From an optimization exercise on the open Yosys and OpenROAD flow, aimed at small area, a short achievable clock period and few clock cycles; shortcuts taken in it are not production practice.
RTL that was checked went through simulation tests only; none was proved equivalent to the original.
For runs 6 and 7, only the layout was checked, not whether the RTL still works.
No activity file was given, so power comes from the tool's default toggle rates.

[flow/run.sh]
#!/bin/bash
# The standard layout, with the port buffers inserted as buf_4 cells (the flow then resizes
# them), and clock tree synthesis told to cluster up to 25 sinks within 60 um per leaf buffer
# and to add no dummy loads. The make output goes to standard_flow.log; each tool's own log
# is also under orfs/logs/.
set -uo pipefail
bash standard.sh \
  "BUFFER_PORTS_ARGS=-buffer_cell sky130_fd_sc_hd__buf_4" \
  "CTS_ARGS=-sink_clustering_enable -repair_clock_nets -dont_use_dummy_load -sink_clustering_size 25 -sink_clustering_max_diameter 60" \
  finish > standard_flow.log 2>&1
[standard.sh]
#!/bin/bash
# synth_recipe.tcl (not shown) runs the flow's synth.tcl, then flattens the netlist and writes it again
# the make line also repeats each setting of config.mk as NAME=value (left out here)
make -C /OpenROAD-flow-scripts/flow DESIGN_CONFIG=/design/flow/config.mk WORK_HOME=/design/flow/orfs CLKGATE_MAP_FILE= SYNTH_SCRIPT=/design/flow/synth_recipe.tcl "${@:-finish}"
[config.mk]
export PLATFORM = sky130hd
export DESIGN_NAME = periodic_repeat_timer_scheduler
export DESIGN_NICKNAME = periodic_repeat_timer_scheduler
export VERILOG_FILES = /design/flow/design.v
export SDC_FILE = /design/flow/constraint.sdc
export NUM_CORES = 4
export LEC_CHECK = 0
export CAP_MARGIN = 20
export CORE_MARGIN = 2
export CORE_UTILIZATION = 60
export PLACE_DENSITY = 0.7
export SETUP_SLACK_MARGIN = 4.75
export SLEW_MARGIN = 20
[constraint.sdc]
create_clock -name core_clock -period 7.5 [get_ports {i_clk}]
set_input_delay 1.5000 -clock core_clock [delete_from_list [all_inputs] [get_ports {i_clk}]]
set_output_delay 1.5000 -clock core_clock [all_outputs]
set_load 0.01 [all_outputs]
[design.v]
package prts_pkg;
    localparam int ID_W        = 16;
    localparam int REP_W       = 16;
    localparam int IN_PERIOD_W = 24;
    localparam int MAX_RESULTS = 16;
    localparam int FIRE_CNT_W  = $clog2(MAX_RESULTS + 1);
    localparam int CMD_W       = 2 + REP_W + ID_W;
    localparam logic [1:0] MODE_ADD_PER = 2'd0;
    localparam logic [1:0] MODE_ADD_REP = 2'd1;
    localparam logic [1:0] MODE_CANCEL  = 2'd2;
    localparam logic [1:0] MODE_TICK    = 2'd3;
    localparam logic [2:0] KIND_ADDED     = 3'd0;
    localparam logic [2:0] KIND_FULL      = 3'd1;
    localparam logic [2:0] KIND_CANCELLED = 3'd2;
    localparam logic [2:0] KIND_UNKNOWN   = 3'd3;
    localparam logic [2:0] KIND_FIRED     = 3'd4;
    typedef struct packed {
        logic [1:0]       mode;
        logic [REP_W-1:0] reps;
        logic [ID_W-1:0]  cancel_id;
    } t_cmd;
    typedef struct packed {
        logic [2:0]      kind;
        logic [ID_W-1:0] id;
        logic            last;
    } t_res;
endpackage
module prts_front #(
    parameter int PERIOD_BITS = 24
) (
    input  logic                              i_clk,
    input  logic                              i_rst_n,
    input  logic                              start,
    input  logic [1:0]                        i_mode,
    input  logic [prts_pkg::IN_PERIOD_W-1:0]  i_period_ms,
    input  logic [prts_pkg::REP_W-1:0]        i_repeat_count,
    input  logic [prts_pkg::ID_W-1:0]         i_cancel_id,
    input  logic                              i_multi,        
    input  logic                              i_multi_n,      
    output logic                              o_busy,
    output logic                              o_h_tick,
    output logic                              o_h_add,
    output logic                              o_h_cancel,
    output logic                              o_h_per_mode,
    output logic                              o_h_every,
    output logic [PERIOD_BITS-1:0]            o_h_arg,
    output logic [prts_pkg::REP_W-1:0]        o_h_reps
);
    logic [PERIOD_BITS-1:0] arg_c;
    logic                   valid_n;
    logic                   per_small;
    assign per_small = (i_period_ms[PERIOD_BITS-1:1] == '0);
    always_comb begin
        if (i_mode == prts_pkg::MODE_CANCEL) begin
            arg_c = PERIOD_BITS'(i_cancel_id);
        end else begin
            arg_c = i_period_ms[PERIOD_BITS-1:0];
        end
    end
    logic h_valid;
    logic hold;
    assign h_valid = o_h_tick || o_h_add || o_h_cancel;
    assign hold    = h_valid && i_multi;
    assign valid_n = hold || start;
    always_ff @(posedge i_clk) begin
        if (!i_rst_n) begin
            o_h_tick   <= 1'b0;
            o_h_add    <= 1'b0;
            o_h_cancel <= 1'b0;
            o_busy     <= 1'b0;
        end else begin
            if (!hold) begin
                o_h_tick   <= start && (i_mode == prts_pkg::MODE_TICK);
                o_h_add    <= start && (i_mode == prts_pkg::MODE_ADD_PER || i_mode == prts_pkg::MODE_ADD_REP);
                o_h_cancel <= start && (i_mode == prts_pkg::MODE_CANCEL);
            end
            o_busy <= valid_n && i_multi_n;
        end
    end
    always_ff @(posedge i_clk) begin
        if (!hold) begin
            o_h_per_mode <= (i_mode == prts_pkg::MODE_ADD_PER);
            o_h_every    <= per_small;
            o_h_arg      <= arg_c;
            o_h_reps     <= i_repeat_count;
        end
    end
endmodule
module prts_back #(
    parameter int NUM_SLOTS   = 16,
    parameter int PERIOD_BITS = 24
) (
    input  logic                       i_clk,
    input  logic                       i_rst_n,
    input  logic                       i_h_tick,
    input  logic                       i_h_add,
    input  logic                       i_h_cancel,
    input  logic                       i_h_per_mode,
    input  logic                       i_h_every,
    input  logic [PERIOD_BITS-1:0]     i_h_per,
    input  logic [prts_pkg::ID_W-1:0]  i_h_cid,
    input  logic [prts_pkg::REP_W-1:0] i_h_reps,
    output logic                       o_multi,
    output logic                       o_multi_n,
    output logic                       o_valid,
    output logic [2:0]                 o_kind,
    output logic [prts_pkg::ID_W-1:0]  o_id,
    output logic                       o_last
);
    localparam int NS = NUM_SLOTS;
    localparam int PB = PERIOD_BITS;
    localparam int IW = prts_pkg::ID_W;
    localparam int RW = prts_pkg::REP_W;
    logic [NS-1:0]    r_active;
    logic [NS-1:0]    r_periodic;
    logic [NS-1:0]    r_every;       
    logic [NS-1:0]    r_due;         
    logic [IW-1:0]    r_ident  [NS];
    logic [PB-1:0]    r_period [NS];
    logic [PB-1:0]    r_cd     [NS];
    logic [RW-1:0]    r_reps   [NS];
    logic [IW-1:0]    r_next_id;
    logic [NS-1:0]    r_fire;        
    logic [NS-1:0]    r_sel;         
    logic             r_multi;       
    logic             r_res_valid;
    logic [2:0]       r_res_kind;
    logic [IW-1:0]    r_res_id;
    logic             do_tick;
    logic             do_add;
    logic             do_cancel;
    assign do_tick   = i_h_tick && !r_multi;
    assign do_add    = i_h_add && !r_multi;
    assign do_cancel = i_h_cancel && !r_multi;
    assign o_multi_n = multi_n;
    assign o_multi   = r_multi;
    logic [NS-1:0]    fire;
    logic [NS-1:0]    rep_zero;
    logic [NS-1:0]    cd_two;
    logic [NS-1:0]    match;
    logic [NS-1:0]    add_sel;
    logic [NS-1:0]    can_sel;
    logic [NS-1:0]    free_v;
    always_comb begin
        for (int s = 0; s < NS; s++) begin
            fire[s]     = r_active[s] && r_due[s];
            rep_zero[s] = (r_reps[s] == '0);
            cd_two[s]   = (r_cd[s] == PB'(2));
            match[s]    = r_active[s] && (r_ident[s] == i_h_cid);
        end
        free_v  = ~r_active;
        add_sel = free_v & (~free_v + 1'b1);
        can_sel = match & (~match + 1'b1);
    end
    for (genvar s = 0; s < NS; s++) begin : g_slot
        always_ff @(posedge i_clk) begin
            if (!i_rst_n) begin
                r_active[s] <= 1'b0;
            end else if (do_add && add_sel[s]) begin
                r_active[s] <= 1'b1;
            end else if (do_cancel && can_sel[s]) begin
                r_active[s] <= 1'b0;
            end else if (do_tick && fire[s] && !r_periodic[s] && rep_zero[s]) begin
                r_active[s] <= 1'b0;
            end
        end
        always_ff @(posedge i_clk) begin
            if (do_add && add_sel[s]) begin
                r_periodic[s] <= i_h_per_mode;
                r_every[s]    <= i_h_every;
                r_ident[s]    <= r_next_id;
                r_period[s]   <= i_h_per;
            end
            if (do_add && add_sel[s]) begin
                r_due[s] <= 1'b1;
            end else if (do_tick) begin
                r_due[s] <= fire[s] ? r_every[s] : cd_two[s];
            end
            if (do_tick) begin
                r_cd[s] <= fire[s] ? r_period[s] : (r_cd[s] - 1'b1);
            end
            if (do_add && add_sel[s]) begin
                r_reps[s] <= i_h_reps;
            end else if (do_tick && fire[s]) begin
                r_reps[s] <= r_reps[s] - 1'b1;
            end
        end
    end
    logic [NS-1:0]    f_rest;
    logic [IW-1:0]    f_id;
    logic [NS-1:0]    fire_n;
    logic             multi_n;
    always_comb begin
        f_rest = r_fire & ~r_sel;
        f_id   = '0;
        for (int s = 0; s < NS; s++) begin
            f_id = f_id | ({IW{r_sel[s]}} & r_ident[s]);
        end
        fire_n  = do_tick ? fire : f_rest;
        multi_n = ((fire_n & (fire_n - 1'b1)) != '0);
    end
    always_ff @(posedge i_clk) begin
        if (!i_rst_n) begin
            r_fire      <= '0;
            r_sel       <= '0;
            r_multi     <= 1'b0;
            r_next_id   <= '0;
            r_res_valid <= 1'b0;
            o_valid     <= 1'b0;
        end else begin
            r_fire      <= fire_n;
            r_sel       <= fire_n & (~fire_n + 1'b1);
            r_multi     <= multi_n;
            if (do_add && free_v != '0) begin
                r_next_id <= r_next_id + 1'b1;
            end
            r_res_valid <= do_add || do_cancel;
            o_valid     <= (r_fire != '0) || r_res_valid;
        end
    end
    always_ff @(posedge i_clk) begin
        if (do_add) begin
            if (free_v != '0) begin
                r_res_kind <= prts_pkg::KIND_ADDED;
                r_res_id   <= r_next_id;
            end else begin
                r_res_kind <= prts_pkg::KIND_FULL;
                r_res_id   <= '0;
            end
        end else begin
            r_res_kind <= (match != '0) ? prts_pkg::KIND_CANCELLED : prts_pkg::KIND_UNKNOWN;
            r_res_id   <= i_h_cid;
        end
        if (r_fire != '0) begin
            o_kind <= prts_pkg::KIND_FIRED;
            o_id   <= f_id;
            o_last <= (f_rest == '0);
        end else begin
            o_kind <= r_res_kind;
            o_id   <= r_res_id;
            o_last <= 1'b1;
        end
    end
endmodule
module periodic_repeat_timer_scheduler #(
    parameter int NUM_SLOTS   = 16,
    parameter int PERIOD_BITS = 24
) (
    input  logic                              i_clk,
    input  logic                              i_rst_n,
    input  logic                              start,
    output logic                              busy,
    input  logic [1:0]                        i_mode,
    input  logic [prts_pkg::IN_PERIOD_W-1:0]  i_period_ms,
    input  logic [prts_pkg::REP_W-1:0]        i_repeat_count,
    input  logic [prts_pkg::ID_W-1:0]         i_cancel_id,
    output logic                              o_valid,
    output logic [2:0]                        o_kind,
    output logic [prts_pkg::ID_W-1:0]         o_result_id,
    output logic                              o_last
);
    logic                   h_tick;
    logic                   h_add;
    logic                   h_cancel;
    logic                   h_per_mode;
    logic                   h_every;
    logic [PERIOD_BITS-1:0] h_arg;
    logic [prts_pkg::REP_W-1:0] h_reps;
    logic                   multi;
    logic                   multi_n;
    prts_front #(
        .PERIOD_BITS (PERIOD_BITS)
    ) u_front (
        .i_clk          (i_clk),
        .i_rst_n        (i_rst_n),
        .start          (start),
        .i_mode         (i_mode),
        .i_period_ms    (i_period_ms),
        .i_repeat_count (i_repeat_count),
        .i_cancel_id    (i_cancel_id),
        .i_multi        (multi),
        .i_multi_n      (multi_n),
        .o_busy         (busy),
        .o_h_tick       (h_tick),
        .o_h_add        (h_add),
        .o_h_cancel     (h_cancel),
        .o_h_per_mode   (h_per_mode),
        .o_h_every      (h_every),
        .o_h_arg        (h_arg),
        .o_h_reps       (h_reps)
    );
    prts_back #(
        .NUM_SLOTS   (NUM_SLOTS),
        .PERIOD_BITS (PERIOD_BITS)
    ) u_back (
        .i_clk       (i_clk),
        .i_rst_n     (i_rst_n),
        .i_h_tick    (h_tick),
        .i_h_add     (h_add),
        .i_h_cancel  (h_cancel),
        .i_h_per_mode(h_per_mode),
        .i_h_every   (h_every),
        .i_h_per     (h_arg),
        .i_h_cid     (h_arg[prts_pkg::ID_W-1:0]),
        .i_h_reps    (h_reps),
        .o_multi     (multi),
        .o_multi_n   (multi_n),
        .o_valid     (o_valid),
        .o_kind      (o_kind),
        .o_id        (o_result_id),
        .o_last      (o_last)
    );
endmodule
==> reports/qor.yml, run 1 <==
finalHoldViolCount: 0
yosys_warnings: 6
dp_hpwl_um: 122000
fp.dieH_um: 341
grt_max_degree: 98
ys_seq_elements: 1478
power_frac_comb: 0.043
power.share.switching: 0.215
fin_skew_ns: 0.108
critPathSlowestCell: "dfxtp_4"
worstPathRequired_ns: 6.00
dp_cells: 7172
clk_pin_slew_ns: 0.07
placed_area_sq_mm: 0.0706
synth_nets: 5869
setup_tns_ns: 0
antenna_found_initial: 10
tightest_slew_ns: 1.33
worstPathMaxFanout: 1
rsz0062_at_grt: "true"
fill_cells: 8329
synth_top_area_frac: 0.596
fp-row-count: 123
slew_viol_final: 0
fp.dieArea_sq_mm: 0.116
hp-class: "flip-flop to flip-flop"
critical_path_depth: 1
place_ws_ns: 3.75
worst_r2r_path_depth: 9
max_freq_mhz: 364
period_share: 0.366
power.internal_mw: 11.9
p_clk_frac: 0.359
cts_tree: "yes"
critPathMaxStageDelay_ns: 0.41
overflow: 0
crit_path_cell_trace: "buf_6"
area_growth_pct: 9.71
syn_area_per_cell_sq_um: 11.8
htreeDepth: 3
finalInstanceArea_sq_mm: 0.0748
maxSlewHeadroom: 0.111
worst_setup_path_start_kind: "flip-flop"
port_buffers: 82
synthMuxAreaShare: 0.00479
cts_root_buffer: "clkbuf_16"
setup_viol: 0
path_class: "flip-flop to output port"
crit_path_end_kind: "output port"
crit_buf_inv: 1
synthTopCellsByCount: "edfxtp_1, nand2_1, o21ai_0, xor2_1, xnor2_1"
layout-drive-gt1-share: 0.0899
synth_top_area_cell: "edfxtp_1"
seq_area_frac_synth: 0.633
initial_utilization: 0.605
synth_most_common_cell: "edfxtp_1"
crit_arrival_ns: 1.25
grt_pass1_wl_um: 288000
worstHoldPathCells: 2
first_global_vias: 44156
ctsHoldBuffers: 0
cts_buffers: 117
clkSinkCount: 1478
ir_drop_mv: 0.206
synth-xor-area-share: 0.103
final_cells: 7327
status: "finished clean"
power_leakage_nw: 24.0
drc: 0
avgViaCountPerCell: 6.48
final_util: 0.664
yosys-top-cells-area: "edfxtp_1, xor2_1, xnor2_1"
antenna_left: 0
p_per_area_mw_per_mm2: 203
p_sw_mw: 3.27
period_minus_slack_ns: 2.75
ios: 83
grt_usage: 0.334
synth_top_family_by_area: "simple AND/OR/NAND/NOR gates"
fin_ws_ns: 4.75
routed_wirelength_um: 198000
synth-edff-count: 1354
layout.nets: 5938
drtIter0Drc: 6487
ctsLongestPathBuffers: 3
synth_flop_cell: "edfxtp_1"
seq_area_sq_mm: 0.0432
dr.pass1.iters: 6
worstSkewPairLatency_ns: 0.75
seqPwrFrac: 0.598
synthArstFlopShare: 0
multi_input_area_sq_mm: 0.0242
ys_types: 72
synth.cell_area_sq_mm: 0.0682
core_area_sq_mm: 0.113
synth_cells: 5759
dieWidth_um: 341
vias: 47467
synth_compound_area_frac: 0.0815
synthAdderAreaFrac: 0.00899
drv_cap: 0
cp_top_family: "flip-flops"
place.gp.congestion: 1.05
synthSimpleGateAreaFrac: 0.148
post_drt_wl_per_cell_um: 27.0
## layer usage
metal,routed length [um],part of all wire,global-route usage
met5,41,0.00021,0
met3,23100,0.12,0.0775
met2,86000,0.43,0.495
met4,9050,0.046,0.125
met1,79600,0.40,0.484
## cell families after synthesis
group	count (synthesis)
AOI/OAI and AO/OA	949
xor gates and xnor gates	799
adders and majority gates	49
buffers and inverters	369
DFF	1478
muxes	30
and+or+nand+nor	2085
## power by group through the flow
stage	combinational, mW	sequential (mW)	clock (mW)
2_1_floorplan	0.293	9.27	0
3_3_place_gp	0.591	9.28	0
3_5_place_dp	0.600	9.28	0
4_1_cts	0.629	9.10	5.49
5_1_grt	0.681	9.10	5.78
6_report	0.659	9.10	5.46
## metrics by stage
step	power, mW	hold WS, ns
floorplan	9.56	0.394
global placement	9.87	0.422
detailed placement	9.88	0.417
CTS	15.2	0.393
global route	15.6	0.414
finish	15.2	0.394
## cells in the final DEF, fill, tap and decap left out, types with 13 or more instances in the layout
master	Yosys	routed
dfxtp_2	0	22
or3_1	63	59
mux2_2	21	21
and3_1	14	14
nor3_1	229	216
nor2_1	385	374
nand2_1	765	754
and2_1	35	28
nand3_1	86	84
a22oi_1	85	85
xnor2_1	389	389
a22o_1	38	38
nand3b_1	43	43
nand4_1	74	74
buf_8	0	14
dfxtp_1	124	97
ha_1	49	49
xor2_1	410	410
nor4_2	3	18
or4_1	63	60
edfxtp_1	1354	1354
clkbuf_16	0	119
o21a_1	14	14
a221oi_1	22	22
a21oi_1	146	145
a31oi_1	23	23
a21boi_0	13	13
o22a_1	15	15
buf_12	0	13
nor2b_1	49	47
buf_6	0	17
nand2b_1	48	46
o21ai_0	527	516
inv_1	95	90
nor4_1	164	145
buf_4	10	167
## flip-flops by register name, indices dropped and copies added (netlist names), 24 cells and up
name             flops
u_front.o_h_arg     24
u_back.r_cd        384
u_back.r_ident     256
u_back.r_period    384
u_back.r_reps      256
## worst paths after layout
path | startpoint | end | slack (ns)
setup / recovery | u_front.o_busy | busy | 4.75
setup reg to reg | u_front.o_h_arg[15] | u_back.r_active[14] | 4.77
hold reg to reg | u_back.r_res_kind[1] | u_back.o_kind[1] | 0.39
hold / removal | u_back.r_res_kind[1] | u_back.o_kind[1] | 0.39
## what timing repair did
action,CTS,global route
cloned,5,3
setup buffers,10,17
pin swaps,5,9
resized for setup,118,101
endpoints found under the setup margin,924,644
## final cells by class
class,instances,share of cell area
timing repair buffer,220,0.0291
inverter,96,0.00530
multi-input combinational,3915,0.324
antenna,1,0.0000335
tap,1500,0.0251
sequential,1478,0.577
clock buffer,117,0.0391
Testbench counts, summed over its fixed seeds: cycles 32,247.
==> run 2: changes to the inputs <==
--- a/config.mk
+++ b/config.mk
@@ -7,7 +7,7 @@
 export LEC_CHECK = 0
 export CAP_MARGIN = 20
 export CORE_MARGIN = 2
-export CORE_UTILIZATION = 60
-export PLACE_DENSITY = 0.7
+export CORE_UTILIZATION = 50
+export PLACE_DENSITY = 0.62
 export SETUP_SLACK_MARGIN = 4.75
 export SLEW_MARGIN = 20
==> run 2 against run 1 <==
  * Via count is 1.5% lower
  * Wire length grew 2.1%
  * Sequential cell count stayed put
  * Area after synthesis is the same
  * Hold slack better by 0.067 ns
  * Critical endpoint is now u_back.r_multi
  * Critical path type is now flip-flop to flip-flop
  * Clock skew grew 0.0017 ns
  * Synthesized cell count unchanged
  * Largest power group unchanged
  * Fmax decreased by 3.2%
==> reports/qor.yml, run 2 <==
clkSinkCount: 1478
placed_area_sq_mm: 0.0710
cts_root_buffer: "clkbuf_16"
grt_usage: 0.284
slew_viol_final: 0
multi_input_area_sq_mm: 0.0242
avgViaCountPerCell: 6.14
place_ws_ns: 3.64
ys_types: 72
port_buffers: 82
max_freq_mhz: 352
ctsLongestPathBuffers: 3
drv_cap: 0
fin_ws_ns: 4.66
period_minus_slack_ns: 2.84
synth_cells: 5759
status: "finished clean"
drtIter0Drc: 5733
synth-edff-count: 1354
routed_wirelength_um: 202000
layout_commonest_cell: "edfxtp_1"
hp-class: "flip-flop to flip-flop"
crit_arrival_ns: 3.46
setup_tns_ns: 0
clk_pin_slew_ns: 0.09
period_share: 0.379
worst_setup_path_start_kind: "flip-flop"
area_growth_pct: 10.4
finalHoldViolCount: 0
synth_most_common_cell: "edfxtp_1"
ys_seq_elements: 1478
cts_tree: "yes"
synthTopCellsByCount: "edfxtp_1, nand2_1, o21ai_0, xor2_1, xnor2_1"
dieWidth_um: 373
fill_cells: 11327
most-common-layout-cells: "edfxtp_1, nand2_1, o21ai_0"
yosys-top-cells-area: "edfxtp_1, xor2_1, xnor2_1"
synth_flop_cell: "edfxtp_1"
place.gp.congestion: 1.01
first_global_vias: 44342
layout-drive-gt1-share: 0.0909
dp_hpwl_um: 127000
htreeDepth: 3
tightest_slew_ns: 1.29
synth_top_area_cell: "edfxtp_1"
dp_cells: 7467
vias: 46775
synthArstFlopShare: 0
maxSlewHeadroom: 0.136
initial_utilization: 0.503
synth_nets: 5869
ir_drop_mv: 0.183
path_class: "flip-flop to flip-flop"
setup_viol: 0
worstPathRequired_ns: 8.13
p_per_area_mw_per_mm2: 204
fin_skew_ns: 0.110
core_area_sq_mm: 0.135
final_cells: 7617
ios: 83
dr.pass1.iters: 6
syn_area_per_cell_sq_um: 11.8
crit_path_end_kind: "flip-flop"
fp.dieH_um: 373
worstSkewPairLatency_ns: 0.78
antenna_found_initial: 7
fp.dieArea_sq_mm: 0.139
layout.nets: 5945
cts_buffers: 121
grt_max_degree: 123
seq_area_sq_mm: 0.0432
rsz0062_at_grt: "true"
synth_top_area_frac: 0.596
yosys_warnings: 6
drc: 0
finalInstanceArea_sq_mm: 0.0753
synth.cell_area_sq_mm: 0.0682
antenna_left: 0
grt_pass1_wl_um: 294000
power_leakage_nw: 24.1
top_regs: "u_back.r_cd (384), u_back.r_period (384)"
worstPathMaxFanout: 17
fp-row-count: 135
ctsHoldBuffers: 0
overflow: 0
seq_area_frac_synth: 0.633
post_drt_wl_per_cell_um: 26.5
[run 2: cell families after synthesis]
kind of cell,Yosys count,synth area share
AO/OA/AOI/OAI,949,0.0815
XOR/XNOR,799,0.103
adder cells (fa/ha/maj),49,0.00899
buffers and inverters,369,0.0214
flip-flops,1478,0.633
multiplexers,30,0.00479
AND/OR/NAND/NOR,2085,0.148
[run 2: where the power goes]
group	switching [mW]	internal [mW]
clock network	2.80	2.81
registers	0.0698	9.02
logic	0.465	0.201
total	3.33	12.0
[run 2: worst paths after layout]
check                                         from             end  slack (ns)  cells after the start
worst min-delay path            u_back.r_res_valid  u_back.o_valid        0.46                      1
worst max-delay path               u_back.r_sel[9]  u_back.r_multi        4.66                      7
worst max register to register     u_back.r_sel[9]  u_back.r_multi        4.66                      7
worst min register to register  u_back.r_res_valid  u_back.o_valid        0.46                      1
[run 2: layout make-up]
type | count | share of cell area
Clock buffer | 121 | 0.0402
Multi-Input combinational cell | 3914 | 0.322
Sequential cell | 1478 | 0.574
Inverter | 96 | 0.00563
Timing Repair Buffer | 224 | 0.0289
Tap cell | 1781 | 0.0296
Antenna cell | 3 | 0.0000997
[run 2: through the flow]
step                      hold slack [ns]   util  total power [mW]
final                               0.461  0.556              15.4
after global routing                0.472  0.556              15.7
after CTS                           0.462  0.553              15.4
after detailed placement            0.437  0.524              9.89
after global placement              0.452  0.524              9.88
after floorplan                     0.394      -              9.56
[run 2: what timing repair did]
action,CTS,global route
buffers inserted,13,7
gates resized for setup,136,79
gates cloned,4,2
pin swaps,6,6
endpoints found under the setup margin,780,411
[run 2: critical path, stage by stage (launching register included)]
cell	delay [ns]
dfxtp_1	1.08
nand2b_1	0.23
mux2_2	0.23
nand4_1	0.14
o41ai_2	0.35
o2111ai_1	0.21
nor4_2	0.29
a21boi_0	0.17
[run 2: layer usage]
layer | wire length (um) | share of wire | global-route usage | vias up
met1 | 84400 | 0.42 | 0.405 | 22923
met4 | 10200 | 0.051 | 0.131 | 4
met2 | 86700 | 0.43 | 0.419 | 2376
li1 | - | - | - | 20989
met5 | 27 | 0.00013 | 0 | -
met3 | 20500 | 0.10 | 0.0561 | 483
==> run 3: changes to the inputs <==
--- a/config.mk
+++ b/config.mk
@@ -7,7 +7,7 @@
 export LEC_CHECK = 0
 export CAP_MARGIN = 20
 export CORE_MARGIN = 2
-export CORE_UTILIZATION = 50
-export PLACE_DENSITY = 0.62
-export SETUP_SLACK_MARGIN = 4.75
+export CORE_UTILIZATION = 68
+export PLACE_DENSITY = 0.78
+export SETUP_SLACK_MARGIN = 4.8
 export SLEW_MARGIN = 20
==> run 3 against run 2 <==
  * Area after synthesis stayed put
  * Hold slack better by 0.0032 ns
  * Synthesized cell count stayed put
  * Global-route usage grew 9.1 points
  * Clock skew fell by 0.017 ns
  * Non-clock buffer count is 8 higher
  * Worst setup slack improved by 0.078 ns
  * Sequential cell count did not move
  * Core utilization grew 19 points
  * Register-to-register slack better by 0.08 ns
  * Critical path type unchanged
  * Critical endpoint unchanged
==> reports/qor.yml, run 3 <==
grt_pass1_wl_um: 284000
setup_viol: 0
grt_max_degree: 136
clkSinkCount: 1478
synth-xor-area-share: 0.103
avgViaCountPerCell: 6.74
cts_buffers: 108
drv_cap: 0
worst_setup_path_start_kind: "flip-flop"
period_share: 0.368
worstHoldPathCells: 2
crit_path_end_kind: "flip-flop"
period_minus_slack_ns: 2.76
top_regs: "u_back.r_cd (384), u_back.r_period (384)"
area_growth_pct: 9.58
ios: 83
fp.dieArea_sq_mm: 0.103
crit_arrival_ns: 3.30
overflow: 0
synth.cell_area_sq_mm: 0.0682
synth_flop_cell: "edfxtp_1"
synth_top_area_frac: 0.596
path_class: "flip-flop to flip-flop"
slew_viol_final: 0
tightest_slew_ns: 1.32
holdWs_ns: 0.464
htreeDepth: 3
r2r_slack_ns: 4.74
dieWidth_um: 321
setup_tns_ns: 0
synth_nets: 5869
power_mw: 14.9
syn_area_per_cell_sq_um: 11.8
ctsHoldBuffers: 0
core_area_sq_mm: 0.0997
antenna_found_initial: 6
critPathSlowestCell: "dfxtp_1"
layout_commonest_cell: "edfxtp_1"
synth_top_area_cell: "edfxtp_1"
grt_usage: 0.375
layout.nets: 5944
maxSlewHeadroom: 0.119
synth_top_family_by_area: "simple AND/OR/NAND/NOR gates"
drtIter0Drc: 7303
synthArstFlopShare: 0
synthAdderAreaFrac: 0.00899
p_per_area_mw_per_mm2: 200
worstPathRequired_ns: 8.04
synthMuxAreaShare: 0.00479
seq_area_frac_synth: 0.633
dr.pass1.iters: 6
finalInstanceArea_sq_mm: 0.0747
hp-class: "flip-flop to flip-flop"
ir_drop_mv: 0.238
synthTopCellsByCount: "edfxtp_1, nand2_1, o21ai_0, xor2_1, xnor2_1"
fp.dieH_um: 321
first_global_vias: 45228
status: "finished clean"
dp_hpwl_um: 121000
ys_seq_elements: 1478
placed_area_sq_mm: 0.0703
post_drt_wl_per_cell_um: 27.6
synth_compound_area_frac: 0.0815
initial_utilization: 0.684
worstPathMaxFanout: 17
synth_cells: 5759
worstSkewPairLatency_ns: 0.75
antenna_left: 0
port_buffers: 82
finalHoldViolCount: 0
layout-drive-gt1-share: 0.0960
clk_pin_slew_ns: 0.10
routed_wirelength_um: 197000
worst_r2r_path_depth: 7
place.gp.congestion: 1.06
yosys_warnings: 6
drc: 0
most-common-layout-cells: "edfxtp_1, nand2_1, o21ai_0"
yosys-top-cells-area: "edfxtp_1, xor2_1, xnor2_1"
power_leakage_nw: 24.1
synth_most_common_cell: "edfxtp_1"
max_freq_mhz: 362
vias: 48070
crit_path_cell_trace: "nor2b_1 > nand2_1 > o21ai_0 > o41ai_2 > o2111ai_1 > nor4_2 > a21boi_0"
ys_types: 72
synth-edff-count: 1354
fin_skew_ns: 0.0927
cts_root_buffer: "clkbuf_16"
rsz0062_at_grt: "true"
critPathMaxStageDelay_ns: 1.08
cts_tree: "yes"
synthSimpleGateAreaFrac: 0.148
fp-row-count: 116
ctsLongestPathBuffers: 3
-- run 3: cell types whose count changed in the layout (fill, tap and decap cells not counted), moves of 4 or more --
cell,before,now
buf_6,25,14
clkbuf_16,122,111
buf_4,168,178
or4_1,60,52
or4_4,7,15
dfxtp_1,101,94
buf_16,3,8
dfxtp_2,19,24
nor2_1,375,370
nor2_2,7,11
nor4_2,24,20
-- run 3: layout make-up --
class | count | area (sq um)
Antenna cell | 2 | 5.00
Multi-Input combinational cell | 3918 | 24500
Inverter | 96 | 398
Sequential cell | 1478 | 43200
Clock buffer | 108 | 2700
Fill cell | 6392 | 25000
Tap cell | 1298 | 1620
Timing Repair Buffer | 232 | 2320
-- run 3: worst paths after layout --
| check | from | to |
|---|---|---|
| setup reg to reg | u_back.r_sel[6] | u_back.r_multi |
| hold reg to reg | u_back.r_period[8][19] | u_back.r_cd[8][19] |
| hold / removal | u_back.r_period[8][19] | u_back.r_cd[8][19] |
| setup / recovery | u_back.r_sel[6] | u_back.r_multi |
-- run 3: worst max-delay path: cells and delay by family, from the launching register on --
family / cells / cell delay (ns)
AOI/OAI and AO/OA: 4 / 0.99
DFF: 1 / 1.08
and+or+nand+nor: 3 / 0.51
-- run 3: cell families after synthesis --
family | after synthesis
AND/OR/NAND/NOR | 2085
flip-flops | 1478
AO/OA/AOI/OAI | 949
XOR/XNOR | 799
buffers and inverters | 369
adder cells (fa/ha/maj) | 49
multiplexers | 30
-- run 3: report_power, final --
group | switching (mW) | internal, mW | total, mW | leakage, nW
Combinational | 0.443 | 0.211 | 0.654 | 8.98
Clock | 2.66 | 2.53 | 5.18 | 1.33
Sequential | 0.0949 | 9.02 | 9.11 | 13.8
Total | 3.20 | 11.8 | 14.9 | 24.1
-- run 3: through the flow --
stage / worst slack, ns / instances / util
after global placement: 3.87 / 6962 / 0.705
after CTS: 4.71 / 7097 / 0.740
after detailed placement: 3.75 / 6964 / 0.705
after global routing: 4.68 / 7130 / 0.749
after floorplan: 4.42 / 5759 / -
final: 4.74 / 7132 / 0.749
-- run 3: layer usage --
layer  global-route usage  vias to the layer above  share of wire
met3                0.105                      668           0.14
met1                0.514                    23194           0.37
met4                0.177                        8          0.054
met5                    0                        -        0.00047
met2                0.559                     3178           0.44
li1                     -                    21022              -
-- run 3: timing repair --
item                                   4_1_cts  5_1_grt
cloned                                       6        5
endpoints found under the hold margin        0        0
setup buffers                               19       25
setup endpoints to repair                 1161      385
gates resized for setup                    134      132
pin swaps                                    9       19
==> run 4: changes to the inputs <==
==> flow/run.sh (replaced) <==
#!/bin/bash
# The standard layout, with the port buffers inserted as buf_2 cells (the flow then resizes
# them), and clock tree synthesis told to cluster up to 25 sinks within 60 um per leaf buffer
# and to add no dummy loads. The make output goes to standard_flow.log; each tool's own log
# is also under orfs/logs/.
set -uo pipefail
bash standard.sh \
  "BUFFER_PORTS_ARGS=-buffer_cell sky130_fd_sc_hd__buf_2" \
  "CTS_ARGS=-sink_clustering_enable -repair_clock_nets -dont_use_dummy_load -sink_clustering_size 25 -sink_clustering_max_diameter 60" \
  finish > standard_flow.log 2>&1
--- a/config.mk
+++ b/config.mk
@@ -7,7 +7,7 @@
 export LEC_CHECK = 0
 export CAP_MARGIN = 20
 export CORE_MARGIN = 2
-export CORE_UTILIZATION = 68
-export PLACE_DENSITY = 0.78
-export SETUP_SLACK_MARGIN = 4.8
+export CORE_UTILIZATION = 60
+export PLACE_DENSITY = 0.7
+export SETUP_SLACK_MARGIN = 4.75
 export SLEW_MARGIN = 20
==> run 4 against run 3 <==
  * Global-route usage down 4.2 points
  * Core utilization down 8.7 points
  * Highest routed layer unchanged
  * Cell area down 0.16%
  * First-iteration DRC count down 9.4%
  * Wire length up 0.41%
  * Still clean on timing, DRC and antenna
  * Sequential cell count unchanged
  * Largest power group unchanged
  * Final cell count up 2.6%
  * Sequential share of layout area up 0.083 points
  * Non-clock buffer count down 21
  * Hold slack better by 0.00053 ns
==> reports/qor.yml, run 4 <==
grt_use_met3: 0.0750
area_growth_pct: 9.40
antenna_left: 0
synth_top_area_cell: "edfxtp_1"
grt-busiest-layer: "met2"
clk_pin_slew_ns: 0.08
rsz0062_at_grt: "true"
port_buffers: 82
ctsHoldBuffers: 0
place.gp.congestion: 1.01
cts_root_buffer: "clkbuf_16"
finalHoldViolCount: 0
power_leakage_nw: 23.9
drc: 0
synth_top_area_frac: 0.596
maxSlewHeadroom: 0.175
synth_nets: 5869
htreeDepth: 3
grt_max_degree: 158
fp.dieH_um: 341
ys_seq_elements: 1478
ios: 83
r2r_slack_ns: 4.74
multi_input_area_sq_mm: 0.0242
r2r-start: "u_back.r_sel[9]"
setup_viol: 0
yosys-top-cells-area: "edfxtp_1, xor2_1, xnor2_1"
seq_area_frac_synth: 0.633
synth-edff-count: 1354
cts_buffers: 116
vias: 47397
avgViaCountPerCell: 6.48
hp-class: "flip-flop to flip-flop"
yosys_warnings: 6
grt_pass1_wl_um: 287000
fill_cells: 8392
tightest_slew_ns: 1.24
grt_use_met2: 0.494
synth.cell_area_sq_mm: 0.0682
layout-drive-gt1-share: 0.0865
layout_commonest_cell: "edfxtp_1"
grtUsageMet1: 0.477
most-common-layout-cells: "edfxtp_1, nand2_1, o21ai_0"
synthTopCellsByCount: "edfxtp_1, nand2_1, o21ai_0, xor2_1, xnor2_1"
fp.dieArea_sq_mm: 0.116
top_regs: "u_back.r_cd (384), u_back.r_period (384)"
synth_flop_cell: "edfxtp_1"
worst_setup_path_start_kind: "flip-flop"
placed_area_sq_mm: 0.0704
worstHoldPathCells: 2
routed_wirelength_um: 197000
max_freq_mhz: 362
r2r-end: "u_back.r_multi"
worst_r2r_path_depth: 7
worstPathRequired_ns: 8.09
crit_arrival_ns: 3.35
drtIter0Drc: 6614
worstPathMaxFanout: 17
dp_hpwl_um: 122000
initial_utilization: 0.605
path_class: "flip-flop to flip-flop"
seq_area_sq_mm: 0.0432
post_drt_wl_per_cell_um: 27.0
worstSkewPairLatency_ns: 0.74
period_share: 0.368
synthArstFlopShare: 0
clkSinkCount: 1478
drv_cap: 0
ctsLongestPathBuffers: 3
dieWidth_um: 341
setup_tns_ns: 0
antenna_found_initial: 15
dr.pass1.iters: 6
crit_path_end_kind: "flip-flop"
ir_drop_mv: 0.186
finalInstanceArea_sq_mm: 0.0746
p_per_area_mw_per_mm2: 203
worstHoldEndpoint: "u_back.o_kind[0]"
ys_types: 72
slew_viol_final: 0
grt_usage: 0.332
fp-row-count: 123
worstHoldStart: "u_back.r_res_kind[0]"
layout.nets: 5929
cts_tree: "yes"
fin_skew_ns: 0.0879
syn_area_per_cell_sq_um: 11.8
synth_most_common_cell: "edfxtp_1"
synth_cells: 5759
overflow: 0
period_minus_slack_ns: 2.76
status: "finished clean"
core_area_sq_mm: 0.113
first_global_vias: 44629
run 4: cell counts after synthesis:
Identical to the previous run, type by type.
run 4: critical path: stages (launching register included):
cell and delay, ns:
dfxtp_1 1.07, nand2b_1 0.23, mux2_2 0.24, nand4_1 0.15
o41ai_1 0.37, o2111ai_1 0.20, nor4_2 0.24, a21boi_0 0.14
run 4: per-layer routing:
layer / part of all wire / vias to the layer above
li1: - / 20978
met4: 0.048 / 4
met2: 0.43 / 2730
met5: 0.00013 / -
met3: 0.12 / 547
met1: 0.40 / 23138
run 4: logic make-up after synthesis:
logic type	synth area share
flip-flops	0.633
XOR/XNOR	0.103
AO/OA/AOI/OAI	0.0815
AND/OR/NAND/NOR	0.148
multiplexers	0.00479
buffers and inverters	0.0214
adder cells (fa/ha/maj)	0.00899
run 4: timing repair:
action	in CTS	in global routing
resized for setup	130	89
setup endpoints to repair	832	571
setup buffers	9	8
gates cloned	5	5
pin swaps	4	10
run 4: area by class of cell:
type,count,area share
diodes,1,0.0000335
clock buffers,116,0.0389
inverters,96,0.00527
multi-input cells,3916,0.325
flip-flops and latches,1478,0.579
well taps,1500,0.0252
repair buffers,211,0.0267
run 4: worst max-delay path by stage:
stage / startpoint / to / slack, ns / cells after the start
2_1_floorplan: u_front.o_h_add / u_back.r_reps[2][0] / 4.42 / 7
3_3_place_gp: u_back.r_multi / u_back.r_active[6] / 3.66 / 7
3_5_place_dp: u_front.o_h_add / u_back.r_reps[7][3] / 3.81 / 8
4_1_cts: u_front.o_h_add / u_back.r_reps[9][13] / 4.56 / 9
5_1_grt: u_back.r_active[8] / u_back.r_multi / 4.69 / 7
6_report: u_back.r_sel[9] / u_back.r_multi / 4.74 / 7
run 4: where the power goes:
group / internal (mW) / leakage [nW] / total [mW] / switching [mW]
clock network: 2.70 / 1.43 / 5.42 / 2.72
registers: 9.02 / 13.7 / 9.11 / 0.0849
logic: 0.190 / 8.75 / 0.632 / 0.442
run 4: stage by stage:
step | util | power (mW) | hold slack [ns] | std cells | worst slack, ns
final | 0.662 | 15.2 | 0.465 | 7318 | 4.74
after detailed placement | 0.625 | 9.86 | 0.437 | 7173 | 3.81
after global placement | 0.624 | 9.85 | 0.451 | 7168 | 3.66
after global routing | 0.662 | 15.5 | 0.476 | 7317 | 4.69
after CTS | 0.657 | 15.2 | 0.444 | 7303 | 4.56
after floorplan | - | 9.56 | 0.394 | 5759 | 4.42
==> run 5: changes to the inputs <==
==> flow/run.sh (replaced) <==
#!/bin/bash
# The standard layout, with the port buffers inserted as buf_4 cells (the flow then resizes
# them), and clock tree synthesis told to cluster up to 30 sinks within 70 um per leaf buffer
# and to add no dummy loads. The make output goes to standard_flow.log; each tool's own log
# is also under orfs/logs/.
set -uo pipefail
bash standard.sh \
  "BUFFER_PORTS_ARGS=-buffer_cell sky130_fd_sc_hd__buf_4" \
  "CTS_ARGS=-sink_clustering_enable -repair_clock_nets -dont_use_dummy_load -sink_clustering_size 30 -sink_clustering_max_diameter 70" \
  finish > standard_flow.log 2>&1
==> run 5 against run 4 <==
  * Clock power fell by 14%
  * First-iteration DRC count fell by 2.6%
  * Area after synthesis did not move
  * Critical path depth did not move
  * Critical path type unchanged
  * Critical endpoint unchanged
  * Largest cell class unchanged
==> reports/qor.yml, run 5 <==
status: "finished clean"
ctsLongestPathBuffers: 3
port_buffers: 82
hp-class: "flip-flop to flip-flop"
area_growth_pct: 8.53
layout-drive-gt1-share: 0.0828
grt_max_degree: 98
synthArstFlopShare: 0
seq_area_frac_synth: 0.633
clk_pin_slew_ns: 0.08
grt_pass1_wl_um: 286000
dr.pass1.iters: 7
yosys-top-cells-area: "edfxtp_1, xor2_1, xnor2_1"
routed_wirelength_um: 197000
rsz0062_at_grt: "true"
critPathSlowestCell: "dfxtp_1"
fp-row-count: 123
dp_cells: 7172
grtUsageMet1: 0.480
antenna_left: 0
critPathMaxStageDelay_ns: 1.11
drv_cap: 0
seqPwrFrac: 0.631
grt_usage: 0.332
vias: 47014
setup_tns_ns: 0
tightest_slew_ns: 1.32
crit_arrival_ns: 3.30
period_share: 0.368
synth_most_common_cell: "edfxtp_1"
layout_commonest_cell: "edfxtp_1"
place.gp.congestion: 1.05
grt-busiest-layer: "met2"
ios: 83
period_minus_slack_ns: 2.76
grt_use_met3: 0.0791
drc: 0
cts_root_buffer: "clkbuf_16"
post_drt_wl_per_cell_um: 26.9
initial_utilization: 0.605
setup_viol: 0
overflow: 0
synth_top_area_frac: 0.596
cts_buffers: 87
dieWidth_um: 341
finalHoldViolCount: 0
p_clk_frac: 0.323
ir_drop_mv: 0.193
cts_tree: "yes"
fp.dieH_um: 341
antenna_found_initial: 12
ys_types: 72
p_sw_mw: 3.12
worst_setup_path_start_kind: "flip-flop"
r2r_slack_ns: 4.74
synth_top_area_cell: "edfxtp_1"
worstPathMaxFanout: 17
synthTopCellsByCount: "edfxtp_1, nand2_1, o21ai_0, xor2_1, xnor2_1"
cp_top_family: "flip-flops"
yosys_warnings: 6
layout.nets: 5907
dp_hpwl_um: 122000
power.internal_mw: 11.3
place_ws_ns: 3.75
htreeDepth: 3
max_freq_mhz: 362
crit_buf_inv: 0
clkSinkCount: 1478
p_per_area_mw_per_mm2: 195
crit_path_end_kind: "flip-flop"
synth-edff-count: 1354
worstPathRequired_ns: 8.04
maxSlewHeadroom: 0.121
synth_flop_cell: "edfxtp_1"
syn_area_per_cell_sq_um: 11.8
synth_cells: 5759
most-common-layout-cells: "edfxtp_1, nand2_1, o21ai_0"
synth_nets: 5869
core_area_sq_mm: 0.113
avgViaCountPerCell: 6.44
top_regs: "u_back.r_cd (384), u_back.r_period (384)"
synth.cell_area_sq_mm: 0.0682
crit_path_cell_trace: "nor2b_1 > nand2_1 > o21ai_0 > o41ai_1 > o2111ai_1 > nor4_2 > a21boi_0"
fin_ws_ns: 4.74
ctsHoldBuffers: 0
first_global_vias: 43916
power_leakage_nw: 23.6
fin_skew_ns: 0.0857
power.share.switching: 0.217
power_frac_comb: 0.046
drtIter0Drc: 6441
ys_seq_elements: 1478
final_cells: 7296
worstSkewPairLatency_ns: 0.73
fp.dieArea_sq_mm: 0.116
grt_use_met2: 0.491
path_class: "flip-flop to flip-flop"
slew_viol_final: 0
-- run 5: cell counts after synthesis --
No cell type changed its count.
-- run 5: path summary, 6_finish.rpt --
check,depth (start not counted),start,endpoint
setup / recovery,7,u_back.r_sel[6],u_back.r_multi
setup reg to reg,7,u_back.r_sel[6],u_back.r_multi
hold reg to reg,2,u_back.r_res_kind[1],u_back.o_kind[1]
hold / removal,2,u_back.r_res_kind[1],u_back.o_kind[1]
-- run 5: stage by stage --
stage	power [mW]	utilization	hold slack [ns]	instance area [sq um]
CTS	14.4	0.652	0.434	73400
floorplan	9.56	-	0.394	68400
global placement	9.87	0.626	0.422	70600
detailed placement	9.88	0.627	0.417	70600
global route	14.7	0.657	0.461	74000
finish	14.4	0.657	0.438	74000
-- run 5: cell type report --
cell class	count	area, sq um
Clock buffer	87	2180
Tap cell	1500	1880
Multi-Input combinational cell	3914	24200
Fill cell	8397	38700
Antenna cell	1	2.50
Sequential cell	1478	43200
Inverter	96	397
Timing Repair Buffer	220	2150
-- run 5: tightest hold or removal path: stages, from the launching register on --
cell     delay [ns]
dfxtp_1        0.31
inv_1          0.04
nor2_1         0.05
-- run 5: cell families after synthesis --
kind of cell | synth area share
flip-flops | 0.633
XOR/XNOR | 0.103
buffers and inverters | 0.0214
multiplexers | 0.00479
AO/OA/AOI/OAI | 0.0815
AND/OR/NAND/NOR | 0.148
adder cells (fa/ha/maj) | 0.00899
-- run 5: repair_timing --
| item | 4_1_cts | 5_1_grt |
|---|---|---|
| gates resized for setup | 124 | 86 |
| setup buffers | 10 | 17 |
| endpoints found under the hold margin | 0 | 0 |
| pin swaps | 5 | 10 |
| gates cloned | 5 | 2 |
| endpoints found under the setup margin | 929 | 348 |
-- run 5: power groups by stage --
stage,combinational [mW],sequential [mW],clock (mW)
6_report,0.657,9.09,4.65
5_1_grt,0.681,9.10,4.96
4_1_cts,0.630,9.09,4.69
3_5_place_dp,0.600,9.28,0
3_3_place_gp,0.591,9.28,0
2_1_floorplan,0.293,9.27,0
-- run 5: metal layers --
layer  up-vias  part of all wire  wire length, um
met2      2686              0.43            84600
met5         -           0.00034               66
met4        10             0.048             9380
li1      20942                 -                -
met1     22830              0.40            79400
met3       546              0.12            23100
==> run 6: changes to the inputs <==
--- a/design.v
+++ b/design.v
@@ -28,63 +28,33 @@
 module prts_front #(
     parameter int PERIOD_BITS = 24
 ) (
-    input  logic                              i_clk,
-    input  logic                              i_rst_n,
     input  logic                              start,
     input  logic [1:0]                        i_mode,
     input  logic [prts_pkg::IN_PERIOD_W-1:0]  i_period_ms,
     input  logic [prts_pkg::REP_W-1:0]        i_repeat_count,
     input  logic [prts_pkg::ID_W-1:0]         i_cancel_id,
     input  logic                              i_multi,        
-    input  logic                              i_multi_n,      
     output logic                              o_busy,
     output logic                              o_h_tick,
     output logic                              o_h_add,
     output logic                              o_h_cancel,
     output logic                              o_h_per_mode,
     output logic                              o_h_every,
-    output logic [PERIOD_BITS-1:0]            o_h_arg,
+    output logic [PERIOD_BITS-1:0]            o_h_per,
+    output logic [prts_pkg::ID_W-1:0]         o_h_cid,
     output logic [prts_pkg::REP_W-1:0]        o_h_reps
 );
-    logic [PERIOD_BITS-1:0] arg_c;
-    logic                   valid_n;
-    logic                   per_small;
+    logic per_small;
     assign per_small = (i_period_ms[PERIOD_BITS-1:1] == '0);
-    always_comb begin
-        if (i_mode == prts_pkg::MODE_CANCEL) begin
-            arg_c = PERIOD_BITS'(i_cancel_id);
-        end else begin
-            arg_c = i_period_ms[PERIOD_BITS-1:0];
-        end
-    end
-    logic h_valid;
-    logic hold;
-    assign h_valid = o_h_tick || o_h_add || o_h_cancel;
-    assign hold    = h_valid && i_multi;
-    assign valid_n = hold || start;
-    always_ff @(posedge i_clk) begin
-        if (!i_rst_n) begin
-            o_h_tick   <= 1'b0;
-            o_h_add    <= 1'b0;
-            o_h_cancel <= 1'b0;
-            o_busy     <= 1'b0;
-        end else begin
-            if (!hold) begin
-                o_h_tick   <= start && (i_mode == prts_pkg::MODE_TICK);
-                o_h_add    <= start && (i_mode == prts_pkg::MODE_ADD_PER || i_mode == prts_pkg::MODE_ADD_REP);
-                o_h_cancel <= start && (i_mode == prts_pkg::MODE_CANCEL);
-            end
-            o_busy <= valid_n && i_multi_n;
-        end
-    end
-    always_ff @(posedge i_clk) begin
-        if (!hold) begin
-            o_h_per_mode <= (i_mode == prts_pkg::MODE_ADD_PER);
-            o_h_every    <= per_small;
-            o_h_arg      <= arg_c;
-            o_h_reps     <= i_repeat_count;
-        end
-    end
+    assign o_h_per   = i_period_ms[PERIOD_BITS-1:0];
+    assign o_busy       = i_multi;
+    assign o_h_tick     = start && !i_multi && (i_mode == prts_pkg::MODE_TICK);
+    assign o_h_add      = start && !i_multi && (i_mode == prts_pkg::MODE_ADD_PER || i_mode == prts_pkg::MODE_ADD_REP);
+    assign o_h_cancel   = start && !i_multi && (i_mode == prts_pkg::MODE_CANCEL);
+    assign o_h_per_mode = (i_mode == prts_pkg::MODE_ADD_PER);
+    assign o_h_every    = per_small;
+    assign o_h_reps     = i_repeat_count;
+    assign o_h_cid      = i_cancel_id;
 endmodule
 module prts_back #(
     parameter int NUM_SLOTS   = 16,
@@ -101,7 +71,6 @@
     input  logic [prts_pkg::ID_W-1:0]  i_h_cid,
     input  logic [prts_pkg::REP_W-1:0] i_h_reps,
     output logic                       o_multi,
-    output logic                       o_multi_n,
     output logic                       o_valid,
     output logic [2:0]                 o_kind,
     output logic [prts_pkg::ID_W-1:0]  o_id,
@@ -129,10 +98,9 @@
     logic             do_tick;
     logic             do_add;
     logic             do_cancel;
-    assign do_tick   = i_h_tick && !r_multi;
-    assign do_add    = i_h_add && !r_multi;
-    assign do_cancel = i_h_cancel && !r_multi;
-    assign o_multi_n = multi_n;
+    assign do_tick   = i_h_tick;
+    assign do_add    = i_h_add;
+    assign do_cancel = i_h_cancel;
     assign o_multi   = r_multi;
     logic [NS-1:0]    fire;
     logic [NS-1:0]    rep_zero;
@@ -264,29 +232,27 @@
     logic                   h_cancel;
     logic                   h_per_mode;
     logic                   h_every;
-    logic [PERIOD_BITS-1:0] h_arg;
+    logic [PERIOD_BITS-1:0] h_per;
+    logic [prts_pkg::ID_W-1:0] h_cid;
     logic [prts_pkg::REP_W-1:0] h_reps;
     logic                   multi;
-    logic                   multi_n;
     prts_front #(
         .PERIOD_BITS (PERIOD_BITS)
     ) u_front (
-        .i_clk          (i_clk),
-        .i_rst_n        (i_rst_n),
         .start          (start),
         .i_mode         (i_mode),
         .i_period_ms    (i_period_ms),
         .i_repeat_count (i_repeat_count),
         .i_cancel_id    (i_cancel_id),
         .i_multi        (multi),
-        .i_multi_n      (multi_n),
         .o_busy         (busy),
         .o_h_tick       (h_tick),
         .o_h_add        (h_add),
         .o_h_cancel     (h_cancel),
         .o_h_per_mode   (h_per_mode),
         .o_h_every      (h_every),
-        .o_h_arg        (h_arg),
+        .o_h_per        (h_per),
+        .o_h_cid        (h_cid),
         .o_h_reps       (h_reps)
     );
     prts_back #(
@@ -300,11 +266,10 @@
         .i_h_cancel  (h_cancel),
         .i_h_per_mode(h_per_mode),
         .i_h_every   (h_every),
-        .i_h_per     (h_arg),
-        .i_h_cid     (h_arg[prts_pkg::ID_W-1:0]),
+        .i_h_per     (h_per),
+        .i_h_cid     (h_cid),
         .i_h_reps    (h_reps),
         .o_multi     (multi),
-        .o_multi_n   (multi_n),
         .o_valid     (o_valid),
         .o_kind      (o_kind),
         .o_id        (o_result_id),
==> run.sh (new file) <==
#!/bin/bash
# synth_recipe.tcl (not shown) runs the flow's synth.tcl, then flattens the netlist and writes it again
# the make line also repeats each setting of config.mk as NAME=value (left out here)
make -C /OpenROAD-flow-scripts/flow DESIGN_CONFIG=/design/flow/config.mk WORK_HOME=/design/flow/orfs CLKGATE_MAP_FILE= SYNTH_SCRIPT=/design/flow/synth_recipe.tcl finish
--- a/config.mk
+++ b/config.mk
@@ -7,7 +7,6 @@
 export LEC_CHECK = 0
 export CAP_MARGIN = 20
 export CORE_MARGIN = 2
-export CORE_UTILIZATION = 60
-export PLACE_DENSITY = 0.7
-export SETUP_SLACK_MARGIN = 4.75
+export CORE_UTILIZATION = 40
+export SETUP_SLACK_MARGIN = 4.7
 export SLEW_MARGIN = 20
removed: flow/run.sh
removed: standard.sh
==> run 6 against run 5 <==
  * Still clean on timing, DRC and antenna
  * Sequential cell count is 46 lower
  * Critical path depth is 7 higher
  * Hold slack worse by 0.025 ns
  * Area after synthesis is 2.0% lower
  * Synthesized cell count is 0.71% lower
  * Non-clock buffer count is 228 higher
  * Via count is 5.1% higher
==> reports/qor.yml, run 6 <==
status: "finished clean"
htreeDepth: 4
synth_top_area_frac: 0.590
avgViaCountPerCell: 5.88
ctsLongestPathBuffers: 3
worstSkewPairLatency_ns: 0.81
layout.nets: 6190
period_share: 0.417
drc: 0
ys_types: 76
place.gp.congestion: 1.01
tightest_slew_ns: 1.27
maxUsedRoutingLayer: "met4"
seq_area_frac_synth: 0.626
cts_root_buffer: "clkbuf_16"
synth_flop_cell: "edfxtp_1"
worstPathRequired_ns: 8.00
synthTopCellsByCount: "edfxtp_1, nand2_1, o21ai_0, xnor2_1, nor2_1"
setup_tns_ns: 0
antenna_found_initial: 11
p_per_area_mw_per_mm2: 213
syn_area_per_cell_sq_um: 11.7
r2r-start: "u_back.r_active[6]"
drtIter0Drc: 6955
wl_met3_um: 25000
maxSlewHeadroom: 0.151
wl_met2_um: 96100
yosys_warnings: 5
cts_tree: "yes"
dr.pass1.iters: 6
cts_buffers: 153
ys_seq_elements: 1432
first_global_vias: 46192
finalHoldViolCount: 0
synth_cells: 5718
worstPathMaxFanout: 7
most-common-layout-cells: "edfxtp_1, nand2_1, o21ai_0"
layout_commonest_cell: "edfxtp_1"
port_buffers: 82
rsz0062_at_grt: "true"
worstHoldStart: "u_back.r_res_kind[1]"
met1_length_um: 90100
ir_drop_mv: 0.234
antenna_left: 0
crit_path_end_kind: "flip-flop"
fill_cells: 14296
post_drt_wl_per_cell_um: 26.4
layout-drive-gt1-share: 0.157
holdWs_ns: 0.413
cp-startpoint: "start"
ctsHoldBuffers: 0
dp_hpwl_um: 125000
core_area_sq_mm: 0.165
worst_setup_path_start_kind: "primary input"
synth.cell_area_sq_mm: 0.0668
vias: 49408
period_minus_slack_ns: 3.13
fp.dieH_um: 413
critPathMaxStageDelay_ns: 0.38
critPathSlowestCell: "or3_4"
crit_arrival_ns: 3.63
power_leakage_nw: 26.4
synth-edff-count: 1312
ios: 83
yosys-top-cells-area: "edfxtp_1, xnor2_1, nand2_1"
routed_wirelength_um: 222000
clkSinkCount: 1432
initial_utilization: 0.404
crit_path_cell_trace: "buf_6 > nor2b_4 > and2b_4 > inv_8 > or3_4 > nor3_4 > buf_4 > nand2_2 > or3_4 > clkinvlp_4 > buf_12 > buf_8 > buf_6 > buf_16"
slew_viol_final: 0
fp-row-count: 149
synthArstFlopShare: 0
area_growth_pct: 21.8
fp.dieArea_sq_mm: 0.170
clk_pin_slew_ns: 0.06
setup_viol: 0
hp-class: "flip-flop to flip-flop"
grt_pass1_wl_um: 314000
drv_cap: 0
overflow: 0
grt_max_degree: 78
max_freq_mhz: 320
synth_top_area_cell: "edfxtp_1"
synth_most_common_cell: "edfxtp_1"
path_class: "primary input to flip-flop"
dieWidth_um: 413
synth_nets: 5828
top_regs: "u_back.r_cd (384), u_back.r_period (384)"
grt_usage: 0.251
fin_skew_ns: 0.0343
## run 6: cell types whose count changed in the layout (fill, tap and decap cells not counted), sizes merged, moves of 32 or more
| cell | change |
|---|---|
| buf | +180 |
| clkbuf | +122 |
| xnor2 | +93 |
| xor2 | -86 |
| clkinv | +71 |
| edfxtp | -42 |
| clkdlybuf4s50 | +35 |
| nand4 | +32 |
## run 6: cell families (layout without fill, tap and decap cells)
family                   count (synthesis)  count (layout)  share of synthesized area
AO/OA/AOI/OAI                          963             965                     0.0839
XOR/XNOR                               806             806                      0.106
adder cells (fa/ha/maj)                 50              50                    0.00933
buffers and inverters                  376             860                     0.0227
flip-flops                            1432            1432                      0.626
multiplexers                             2               2                   0.000300
other                                    0               1                          0
AND/OR/NAND/NOR                       2089            2095                      0.152
## run 6: final timing paths
kind / endpoint / slack (ns) / cells after the start
setup / recovery: u_back.r_period[15][17] / 4.37 / 14
hold / removal: u_back.o_kind[1] / 0.41 / 2
setup reg to reg: u_back.r_multi / 4.65 / 11
hold reg to reg: u_back.o_kind[1] / 0.41 / 2
## run 6: layout make-up
| type | instances | area (sq um) | share of cell area |
|---|---|---|---|
| sequential | 1432 | 41800 | 0.514 |
| multi-input combinational | 3918 | 25400 | 0.312 |
| timing repair buffer | 448 | 5390 | 0.0662 |
| clock buffer | 202 | 4190 | 0.0514 |
| tap | 2189 | 2740 | 0.0337 |
| clock inverter | 83 | 877 | 0.0108 |
| inverter | 102 | 591 | 0.00726 |
| timing repair inverter | 25 | 392 | 0.00481 |
| antenna | 1 | 2.50 | 0.0000307 |
## run 6: power by group
part           internal, mW  total, mW  switching, mW  leakage, nW
sequential             8.77       8.84         0.0779         13.4
combinational         0.276      0.785          0.509         10.6
clock                  4.41       7.72           3.31         2.45
total                  13.5       17.3           3.89         26.4
## run 6: critical path, delay by kind of cell
family | cells | cell delay [ns]
buffers and inverters | 8 | 0.81
AND/OR/NAND/NOR | 6 | 1.32
## run 6: timing repair
action / 4_1_cts / 5_1_grt
pin swaps: 73 / 80
resized for setup: 578 / 219
setup buffers: 137 / 50
gates cloned: 58 / 21
endpoints found under the setup margin: 1621 / 802
## run 6: metrics by stage
step | power (mW) | cell area [sq um] | cells | setup WS (ns) | util
finish | 17.3 | 81400 | 8400 | 4.37 | 0.492
floorplan | 9.31 | 67100 | 5718 | 3.55 | -
global route | 17.8 | 81400 | 8399 | 4.35 | 0.492
CTS | 17.4 | 79600 | 8328 | 4.45 | 0.481
detailed placement | 9.65 | 70400 | 7848 | 2.00 | 0.426
global placement | 9.64 | 70400 | 7846 | 2.06 | 0.425
## run 6: per-layer routing
layer / up-vias / global-route usage
met2: 2854 / 0.375
met3: 558 / 0.0562
met5: - / 0
met4: 0 / 0.103
li1: 21652 / -
met1: 24344 / 0.352
==> run 7: changes to the inputs <==
--- a/config.mk
+++ b/config.mk
@@ -8,5 +8,7 @@
 export CAP_MARGIN = 20
 export CORE_MARGIN = 2
 export CORE_UTILIZATION = 40
+export CTS_BUF_LIST = sky130_fd_sc_hd__clkbuf_8
+export CTS_CLUSTER_SIZE = 30
 export SETUP_SLACK_MARGIN = 4.7
 export SLEW_MARGIN = 20
==> run 7 against run 6 <==
  * Critical path depth shrank 13
  * Final cell count grew 1.0%
  * Total power shrank 5.8%
  * Critical endpoint is now busy
==> reports/qor.yml, run 7 <==
synthTopCellsByCount: "edfxtp_1, nand2_1, o21ai_0, xnor2_1, nor2_1"
clkSinkCount: 1432
yosys-top-cells-area: "edfxtp_1, xnor2_1, nand2_1"
antenna_left: 0
synth_most_common_cell: "edfxtp_1"
drtIter0Drc: 6536
crit_buf_inv: 1
ios: 83
max_freq_mhz: 327
period_minus_slack_ns: 3.06
setup_tns_ns: 0
slew_viol_final: 0
synth_nets: 5828
synth_flop_cell: "edfxtp_1"
critPathSlowestCell: "dfxtp_4"
layout-drive-gt1-share: 0.148
synthArstFlopShare: 0
path_class: "flip-flop to output port"
grt_max_degree: 78
finalInstanceArea_sq_mm: 0.0791
ys_seq_elements: 1432
critPathMaxStageDelay_ns: 0.45
dp_hpwl_um: 125000
synth.cell_area_sq_mm: 0.0668
period_share: 0.407
hp-class: "flip-flop to flip-flop"
initial_utilization: 0.404
antenna_found_initial: 16
port_buffers: 82
crit_path_end_kind: "output port"
first_global_vias: 46257
clk_pin_slew_ns: 0.06
ir_drop_mv: 0.187
maxSlewHeadroom: 0.190
routed_wirelength_um: 215000
tightest_slew_ns: 1.21
power_leakage_nw: 25.8
syn_area_per_cell_sq_um: 11.7
overflow: 0
ctsLongestPathBuffers: 3
synth_cells: 5718
most-common-layout-cells: "edfxtp_1, nand2_1, o21ai_0"
synth_top_area_cell: "edfxtp_1"
drv_cap: 0
worstPathRequired_ns: 6.00
avgViaCountPerCell: 5.75
fp-row-count: 149
area_growth_pct: 18.4
grt_usage: 0.246
fp.dieH_um: 413
cts_tree: "yes"
worstPathMaxFanout: 3
top_regs: "u_back.r_cd (384), u_back.r_period (384)"
fill_cells: 14750
seq_area_frac_synth: 0.626
status: "finished clean"
yosys_warnings: 5
layout_commonest_cell: "edfxtp_1"
synth_top_area_frac: 0.590
worstSkewPairLatency_ns: 1.00
placed_area_sq_mm: 0.0704
cts_buffers: 232
drc: 0
synth-edff-count: 1312
fp.dieArea_sq_mm: 0.170
worst_setup_path_start_kind: "flip-flop"
layout.nets: 6198
rsz0062_at_grt: "true"
finalHoldViolCount: 0
crit_path_cell_trace: "buf_6"
grt_pass1_wl_um: 309000
htreeDepth: 4
crit_arrival_ns: 1.56
dieWidth_um: 413
post_drt_wl_per_cell_um: 25.4
p_per_area_mw_per_mm2: 207
fin_skew_ns: 0.0584
dr.pass1.iters: 6
setup_viol: 0
cp_top_family: "flip-flops"
vias: 48827
cts_root_buffer: "clkbuf_8"
place.gp.congestion: 1.01
core_area_sq_mm: 0.165
ys_types: 76
run 7: cell counts after synthesis:
Identical to the previous run, type by type.
run 7: cell type report:
cell class / count / area [sq um] / area share
Antenna cell: 7 / 17.5 / 0.000222
Clock buffer: 249 / 3430 / 0.0433
Clock inverter: 187 / 1110 / 0.0141
Inverter: 102 / 546 / 0.00690
Multi-Input combinational cell: 3913 / 24800 / 0.314
Sequential cell: 1432 / 41800 / 0.529
Tap cell: 2189 / 2740 / 0.0346
Timing Repair Buffer: 394 / 4400 / 0.0557
Timing Repair inverter: 13 / 190 / 0.00241
run 7: path summary, 6_finish.rpt:
| path | from | end | slack (ns) | cells after the start |
|---|---|---|---|---|
| worst max-delay path | u_back.r_multi | busy | 4.44 | 1 |
| worst min-delay path | u_back.r_res_kind[1] | u_back.o_kind[1] | 0.42 | 2 |
| worst max register to register | u_back.r_active[10] | u_back.r_reps[14][15] | 4.72 | 8 |
| worst min register to register | u_back.r_res_kind[1] | u_back.o_kind[1] | 0.42 | 2 |
run 7: metrics by stage:
| step | total power [mW] | worst slack [ns] | cells | util | hold WS [ns] |
|---|---|---|---|---|---|
| floorplan | 9.31 | 3.55 | 5718 | - | 0.394 |
| global placement | 9.64 | 2.06 | 7846 | 0.425 | 0.406 |
| detailed placement | 9.65 | 2.00 | 7848 | 0.426 | 0.408 |
| CTS | 16.4 | 4.38 | 8416 | 0.469 | 0.418 |
| global route | 16.8 | 4.38 | 8482 | 0.478 | 0.449 |
| finish | 16.3 | 4.44 | 8486 | 0.478 | 0.422 |
run 7: cells by family (layout without fill, tap and decap cells):
group | count (synthesis) | in the layout | synth area share
other | 0 | 7 | 0
and+or+nand+nor | 2089 | 2091 | 0.152
DFF | 1432 | 1432 | 0.626
xor gates and xnor gates | 806 | 806 | 0.106
AOI/OAI and AO/OA | 963 | 964 | 0.0839
buffers and inverters | 376 | 945 | 0.0227
muxes | 2 | 2 | 0.000300
adders and majority gates | 50 | 50 | 0.00933
run 7: worst reg2reg max path: stages (launching register included):
cell and delay, ns:
dfxtp_2 0.49, nand4_1 0.30, nor4_4 0.43, nand2_4 0.21, or3_1 0.36, buf_4 0.22
clkinv_16 0.17, buf_16 0.22, o21ai_0 0.12
run 7: per-layer routing:
layer / share of wire / up-vias / global-route usage / routed length [um]
li1: - / 21680 / - / -
met1: 0.41 / 23947 / 0.345 / 88800
met2: 0.44 / 2665 / 0.367 / 94100
met3: 0.11 / 533 / 0.0574 / 23900
met4: 0.040 / 2 / 0.0990 / 8530
met5: 0.000060 / - / 0 / 13
run 7: repair_timing:
item | 4_1_cts | 5_1_grt
pin swaps | 31 | 66
gates cloned | 30 | 12
endpoints found under the setup margin | 1565 | 598
setup buffers | 102 | 51
resized for setup | 383 | 216
endpoints found under the hold margin | 0 | 0
hold buffers | 0 | 0
run 7: where the power goes:
| part | switching [mW] | internal (mW) | total, mW |
|---|---|---|---|
| registers | 0.0784 | 8.77 | 8.85 |
| clock network | 3.29 | 3.44 | 6.73 |
| logic | 0.498 | 0.274 | 0.772 |

## afterwards: timing with drivers on the ports
The flow's constraints put no driver on any port. The routed layouts listed below were extracted and timed again, unchanged, in two steps. Step 1, drivers: a clkbuf_16 drives i_clk and a buf_2 each remaining input, both assumed. Step 2 adds t to the input delays and takes it off the output delays; t is the mean of the earliest and latest rising clock arrival at the registers after step 1. Input paths then give back, and output paths get back, about the clock's delay inside the block. a / b / c = no drivers / after step 1 / after step 2; a / b = the first two.
run	t, ns	setup WS [ns]	worst hold slack (ns)	worst setup path after step 2	worst slew at a driven data input, ns
run 1	0.782	4.752 / 4.672 / 4.533	0.394 / 0.394 / 0.394	input to register	0.04
run 2	0.800	4.661 / 4.623 / 4.483	0.461 / 0.461 / 0.461	input to register	0.04
run 3	0.781	4.740 / 4.710 / 4.503	0.464 / 0.464 / 0.464	input to register	0.05
run 4	0.780	4.741 / 4.672 / 4.434	0.465 / 0.465 / 0.465	input to register	0.05
run 5	0.764	4.740 / 4.709 / 4.525	0.438 / 0.438 / 0.438	input to register	0.04
run 6	0.868	4.370 / 4.415 / 3.547	0.413 / 0.413 / 0.413	input to register	0.06
run 7	1.056	4.444 / 4.365 / 3.547	0.422 / 0.422 / 0.422	input to register	0.05
After both steps setup and hold are still met in every run listed. The setup slack of run 7, which loses most, moves by -0.079 ns with the drivers and by -0.897 ns with both steps.
